Source: an optimization exercise on an open RTL-to-GDS flow (aim: small area). Production flows keep margins and buffers that such runs may drop.
Only simulation tests tie the RTL to the original design; equivalence was not proved.
Power is estimated from default activity; no workload was simulated.

[flow/run.sh]
#!/bin/bash
# synth_recipe.tcl (not shown) runs the flow's synth.tcl, then flattens the netlist and writes it again
# the make line also repeats each setting of config.mk as NAME=value (left out here)
make -C /OpenROAD-flow-scripts/flow DESIGN_CONFIG=/design/flow/config.mk WORK_HOME=/design/flow/orfs CLKGATE_MAP_FILE= SYNTH_SCRIPT=/design/flow/synth_recipe.tcl finish
[flow/config.mk]
export PLATFORM = sky130hd
export DESIGN_NAME = dmem_dual
export DESIGN_NICKNAME = dmem_dual
export VERILOG_FILES = /design/flow/design.v
export SDC_FILE = /design/flow/constraint.sdc
export NUM_CORES = 4
export LEC_CHECK = 0
export CAP_MARGIN = 20
export CORE_MARGIN = 2
export CORE_UTILIZATION = 30
export PLACE_DENSITY = 0.5
export SLEW_MARGIN = 20
[flow/constraint.sdc]
create_clock -name core_clock -period 10.0 [get_ports {clk}]
set_input_delay 2.0000 -clock core_clock [delete_from_list [all_inputs] [get_ports {clk}]]
set_output_delay 2.0000 -clock core_clock [all_outputs]
set_load 0.01 [all_outputs]
[flow/design.v]
package dmem_dual_pkg;
    localparam logic [31:0] CYC_ADDR       = 32'hFFFF_FFFC;
    localparam logic [31:0] DONE_ADDR      = 32'hFFFF_FFF8;
    localparam int unsigned DMEM_ADDR_BITS = 5;
    typedef enum logic [1:0] {
        KIND_RAM,
        KIND_CYC,
        KIND_DONE,
        KIND_UNMAPPED
    } access_kind_t;
endpackage
import dmem_dual_pkg::*;
module dmem_addr_decode #(
    parameter int unsigned ADDR_BITS = DMEM_ADDR_BITS
) (
    input  logic [31:0]          addr,
    output dmem_dual_pkg::access_kind_t kind,
    output logic [ADDR_BITS-1:0] index,
    output logic                 misaligned
);
    always_comb begin
        kind = KIND_UNMAPPED;
        if (addr == CYC_ADDR) begin
            kind = KIND_CYC;
        end else if (addr == DONE_ADDR) begin
            kind = KIND_DONE;
        end else if (addr[31:ADDR_BITS+2] == '0) begin
            kind = KIND_RAM;
        end
    end
    assign index      = addr[ADDR_BITS+1:2];
    assign misaligned = (addr[1:0] != 2'b00);
endmodule
import dmem_dual_pkg::*;
module dmem_dual #(
    parameter int unsigned ADDR_BITS = DMEM_ADDR_BITS
) (
    input  logic        clk,
    input  logic        reset,
    input  logic        we,
    input  logic [31:0] a,
    input  logic [31:0] wd,
    output logic [31:0] rd,
    input  logic        we2,
    input  logic [31:0] a2,
    input  logic [31:0] wd2,
    output logic [31:0] rd2,
    output logic        done,
    output logic [31:0] result,
    output logic        misalign
);
    localparam int unsigned DEPTH = 1 << ADDR_BITS;
    logic [31:0]          mem [DEPTH];
    logic [31:0]          cycle;
    dmem_dual_pkg::access_kind_t kind1;
    dmem_dual_pkg::access_kind_t kind2;
    logic [ADDR_BITS-1:0] idx1, idx2;
    logic                 mis1, mis2;
    dmem_addr_decode #(.ADDR_BITS(ADDR_BITS)) u_dec1 (
        .addr       (a),
        .kind       (kind1),
        .index      (idx1),
        .misaligned (mis1)
    );
    dmem_addr_decode #(.ADDR_BITS(ADDR_BITS)) u_dec2 (
        .addr       (a2),
        .kind       (kind2),
        .index      (idx2),
        .misaligned (mis2)
    );
    always_comb begin
        unique case (kind1)
            KIND_RAM:  rd = mem[idx1];
            KIND_CYC:  rd = cycle;
            KIND_DONE: rd = result;
            default:   rd = '0;
        endcase
    end
    always_comb begin
        unique case (kind2)
            KIND_RAM:  rd2 = mem[idx2];
            KIND_CYC:  rd2 = cycle;
            KIND_DONE: rd2 = result;
            default:   rd2 = '0;
        endcase
        if (we && kind1 == KIND_RAM && kind2 == KIND_RAM && idx1 == idx2) begin
            rd2 = wd;
        end else if (we && kind1 == KIND_DONE && kind2 == KIND_DONE) begin
            rd2 = wd;
        end
    end
    always_ff @(posedge clk or posedge reset) begin
        if (reset) begin
            for (int i = 0; i < DEPTH; i++) begin
                mem[i] <= '0;
            end
            cycle    <= '0;
            done     <= 1'b0;
            result   <= '0;
            misalign <= 1'b0;
        end else begin
            if (we2 && kind2 == KIND_CYC) begin
                cycle <= wd2;
            end else if (we && kind1 == KIND_CYC) begin
                cycle <= wd;
            end else begin
                cycle <= cycle + 32'd1;
            end
            if (we && kind1 == KIND_RAM) begin
                mem[idx1] <= wd;
            end
            if (we2 && kind2 == KIND_RAM) begin
                mem[idx2] <= wd2;
            end
            if (we && kind1 == KIND_DONE) begin
                done   <= 1'b1;
                result <= wd;
            end
            if (we2 && kind2 == KIND_DONE) begin
                done   <= 1'b1;
                result <= wd2;
            end
            if ((we && mis1) || (we2 && mis2)) begin
                misalign <= 1'b1;
            end
        end
    end
endmodule
==> notes.md <==
## placed cells by master (no fill, tap or decap), drive strengths merged, types with 36 or more instances in the layout
| master | synthesis | layout |
|---|---|---|
| and3 | 182 | 182 |
| o21ai | 1155 | 1155 |
| nand2 | 1330 | 1330 |
| a21oi | 60 | 60 |
| nor3 | 112 | 112 |
| diode | 0 | 36 |
| dfrtp | 1090 | 1090 |
| a2111oi | 57 | 57 |
| nand4 | 108 | 108 |
| nor4 | 63 | 63 |
| nor2 | 152 | 152 |
| buf | 257 | 415 |
| clkbuf | 616 | 211 |
| clkdlybuf4s50 | 0 | 211 |
| a31oi | 41 | 41 |
| mux2i | 1034 | 1034 |
| a22oi | 793 | 793 |
| nand3 | 110 | 110 |
## area by class of cell
class	instances	area (µm²)
Fill cell	22300	142000
Multi-Input combinational cell	5500	36000
Sequential cell	1090	27300
Timing Repair Buffer	626	5580
Clock buffer	211	4200
Tap cell	2958	3700
Clock inverter	45	663
Antenna cell	36	90.1
Inverter	13	52.6
## synth_stat cells (60+ instances only)
| cell | count |
|---|---|
| o21ai_0 | 1031 |
| nor3_1 | 63 |
| o21ai_1 | 124 |
| dfrtp_1 | 1090 |
| nor4_1 | 63 |
| and3_1 | 182 |
| buf_2 | 150 |
| nand2_1 | 1329 |
| nand3_1 | 108 |
| nor2_1 | 143 |
| a21oi_1 | 60 |
| nand4_1 | 108 |
| mux2i_1 | 1034 |
| a22oi_1 | 793 |
| clkbuf_1 | 616 |
## metal layers
layer	part of all wire (%)	GRT usage, %
met1	37	49.5
met2	39	55.1
met3	14	17.2
met4	9.4	29.2
met5	0.081	0.714
## metrics by stage
| step | std cells | cell area, µm² | hold WS, ns | setup TNS (ns) |
|---|---|---|---|---|
| 5_1_grt | 10500 | 77500 | 0.514 | 0 |
| 3_3_place_gp | 10200 | 72400 | 0.466 | 0 |
| 3_5_place_dp | 10200 | 72600 | 0.485 | 0 |
| 2_1_floorplan | 7476 | 66300 | 0.508 | -7670.45 |
| 4_1_cts | 10400 | 77400 | 0.502 | 0 |
| 6_report | 10500 | 77600 | 0.511 | 0 |
## how the worst max path moves through the flow
| stage | startpoint | end | slack, ns |
|---|---|---|---|
| finish | a[6] | rd[17] | 0.30 |
| CTS | a[6] | rd[17] | 0.80 |
| global placement | a[6] | rd[17] | 0.90 |
| global route | a[6] | rd[17] | 0.63 |
| floorplan | reset | cycle[0] | -7.04 |
| detailed placement | a[6] | rd[17] | 0.82 |
## state kept, by name, summed over array words and instances, names as in the netlist
| signal | cells |
|---|---|
| result | 32 |
| done | 1 |
| cycle | 32 |
| mem | 1024 |
| misalign | 1 |
## power breakdown
group	switching [mW]	internal (mW)
Clock	2.28	3.22
Combinational	0.618	0.128
Sequential	0.00000125	4.41
Total	2.89	7.76
## cells by family (layout without fill, tap and decap cells)
kind of cell               Yosys count  in the layout  synth area share (%)
AOI/OAI and AO/OA                 2294           2294                  21.9
adders and majority gates            1              1                0.0189
muxes                             1042           1042                  15.7
DFF                               1090           1090                  41.1
xor gates and xnor gates            35             35                 0.462
and+or+nand+nor                   2128           2128                  14.8
buffers and inverters              886            895                  5.93
other                                0             36                     0
==> impl_summary.log <==
INFO  metric yosys_warnings = 3
INFO  metric synth_edf_count = 0
INFO  metric worst_path_largest_cell_delay = 1.20 ns
INFO  metric crit_type = input port to output pin
INFO  metric synth_top_flop_cell = dfrtp_1
INFO  metric slew-limit-headroom = 10.3%
INFO  metric fp-row-count = 172
INFO  metric detail_route.wl_per_cell = 44.4 µm
INFO  metric pin_count = 230
INFO  metric finalPower = 10.7 mW
INFO  metric detail_route.first_pass.iterations = 13
INFO  metric global_route.usage.total = 40.1%
INFO  metric clk-insertion-delay-late = 0.85 ns
INFO  metric rsz0062_at_grt = false
INFO  metric critical_path.startpoint_type = input port
INFO  metric worstHoldEndpoint = misalign
INFO  metric cts_hold_buf = 0
INFO  metric timing.critical_path.depth = 11
INFO  metric floorplan.die.width = 474 µm
INFO  metric largest_area_contributor_in_the_synthesized_netlist = dfrtp_1
INFO  metric core_occupancy_in_the_finished_layout = 35.3%
INFO  metric placeableCoreArea = 220000 µm²
INFO  metric hold_viol_final = 0
INFO  metric timing.critical_path.arrival = 7.70 ns
INFO  metric grt_antenna_before_repair = 50
INFO  metric drc_errors = 0
INFO  metric setup_ws = 0.304 ns
INFO  metric globalplace.congestion = 1.05
INFO  metric clock_path_buffers = 3
INFO  metric max_freq = 103 MHz
INFO  metric gr-total-overflow = 0
INFO  metric hold_path.class = register to register
INFO  metric die_h = 474 µm
INFO  metric worst_r2r_startpoint = cycle[4]
INFO  metric clock-sinks = 1090
INFO  metric cts_max_level = 4
INFO  metric timing.final.setup_violations = 0
INFO  metric cts_resized = 0
INFO  metric post_route_minimum_period = 9.70 ns
INFO  metric route.antenna.remaining_nets = 0
INFO  metric wl = 465000 µm
INFO  metric fin_crit_sh = 97.0%
INFO  metric worstPathRequired = 8.00 ns
INFO  metric r2r_end = cycle[31]
INFO  metric cp_cell_sequence = clkdlybuf4s50_1 -> nand3_2 -> nor2_4 -> buf_4 -> a22oi_1 -> nand4_1 -> nor3_1 -> a21oi_1 -> buf_4 -> a221o_1 -> clkdlybuf4s50_1
INFO  metric synthesis.nets = 7609
INFO  metric synth_sequential_area_ratio = 41.1%
INFO  metric reg2reg_depth = 7
INFO  metric netlist.area_leader.share = 41.1%
INFO  metric critical_path.n_buffers_inverters = 4
INFO  metric power.leakage = 29.8 nW
INFO  metric synth_seq_cells = 1090
INFO  metric num_vias = 71300
INFO  metric io_buffers = 229
INFO  metric grt_max_degree = 165
INFO  metric tritoncts.num_buffers = 141
INFO  metric outcome = finished clean
INFO  metric rrSetupSlack = 6.85 ns
INFO  metric critical_path_peak_fanout = 15
INFO  metric first_global_vias = 65300
INFO  metric synth_area = 66300 µm²
INFO  metric worst_setup_hold_path_clk_slew = 0.06 ns
INFO  metric min_path_cells = 1
INFO  metric synthCells = 7476
INFO  metric layout-area-overhead-vs-synth = 17.0%
INFO  metric worst_path_dominant_cell_family = buffers and inverters
INFO  metric dr_vias_cell = 6.81
INFO  metric synth.top_cells.by_area = dfrtp_1 41%, mux2i_1 16%, a22oi_1 9.0%, o21ai_0 7.8%, nand2_1 7.5%
INFO  metric critical-path-slowest-cell = clkdlybuf4s50_1
INFO  metric drt_iter0_drc = 13200
INFO  metric starting_density_of_the_core = 30.2%
INFO  metric synthesis.area_per_instance = 8.87 µm²
INFO  metric pwr_density_cell = 137 nW/µm²
INFO  metric timing.final.max_slew_violations = 0
INFO  metric place_hpwl = 301000 µm
INFO  metric ctsRootBufferMaster = clkbuf_16
INFO  metric pre_cts_slack = 0.817 ns
INFO  metric irDropWorstVdd = 0.173 mV
INFO  metric post_cts_setup_buffers = 0
INFO  metric synthArstFlopShare = 100%
INFO  metric count_of_max_cap_constraint_violations = 0
INFO  metric grt_pass1_wl = 612000 µm
INFO  metric final_layout_size_suffix_gt1_share = 11.2%
INFO  metric yosysUniqueCellTypes = 76
INFO  metric timing.hold.worst.start = misalign
INFO  metric worst_slew_pin_slew = 1.35 ns
INFO  metric die-area = 225000 µm²
INFO  metric nets = 7505
INFO  metric crit_path_end_kind = output pin
INFO  metric finalClockSkew = 0.0235 ns
INFO  metric cts_tree = done

what the ideal ports hide:
No port has a modelled driver above. Below, the same layout with a new extraction and two added sets of constraints.
Step 1 sets driving cells, clkbuf_16 on the clock port and buf_2 on the other inputs (assumed; they add their load-dependent delay and slew).
Step 2, shift: input delay + t, output delay - t, t = (earliest + latest rising clock arrival at the registers) / 2. This alone moves slack from input paths to output paths.
Slacks: no drivers / after step 1 / after step 2; pairs: no drivers / after step 1.
shift t [ns]: 0.925
setup slack, ns: 0.304 / 0.276 / 0.276
cell pins on the clock port's net: 1
After both steps this run still meets setup and hold. For this run, drivers alone change the setup slack by -0.028 ns; drivers and shift together by -0.028 ns.
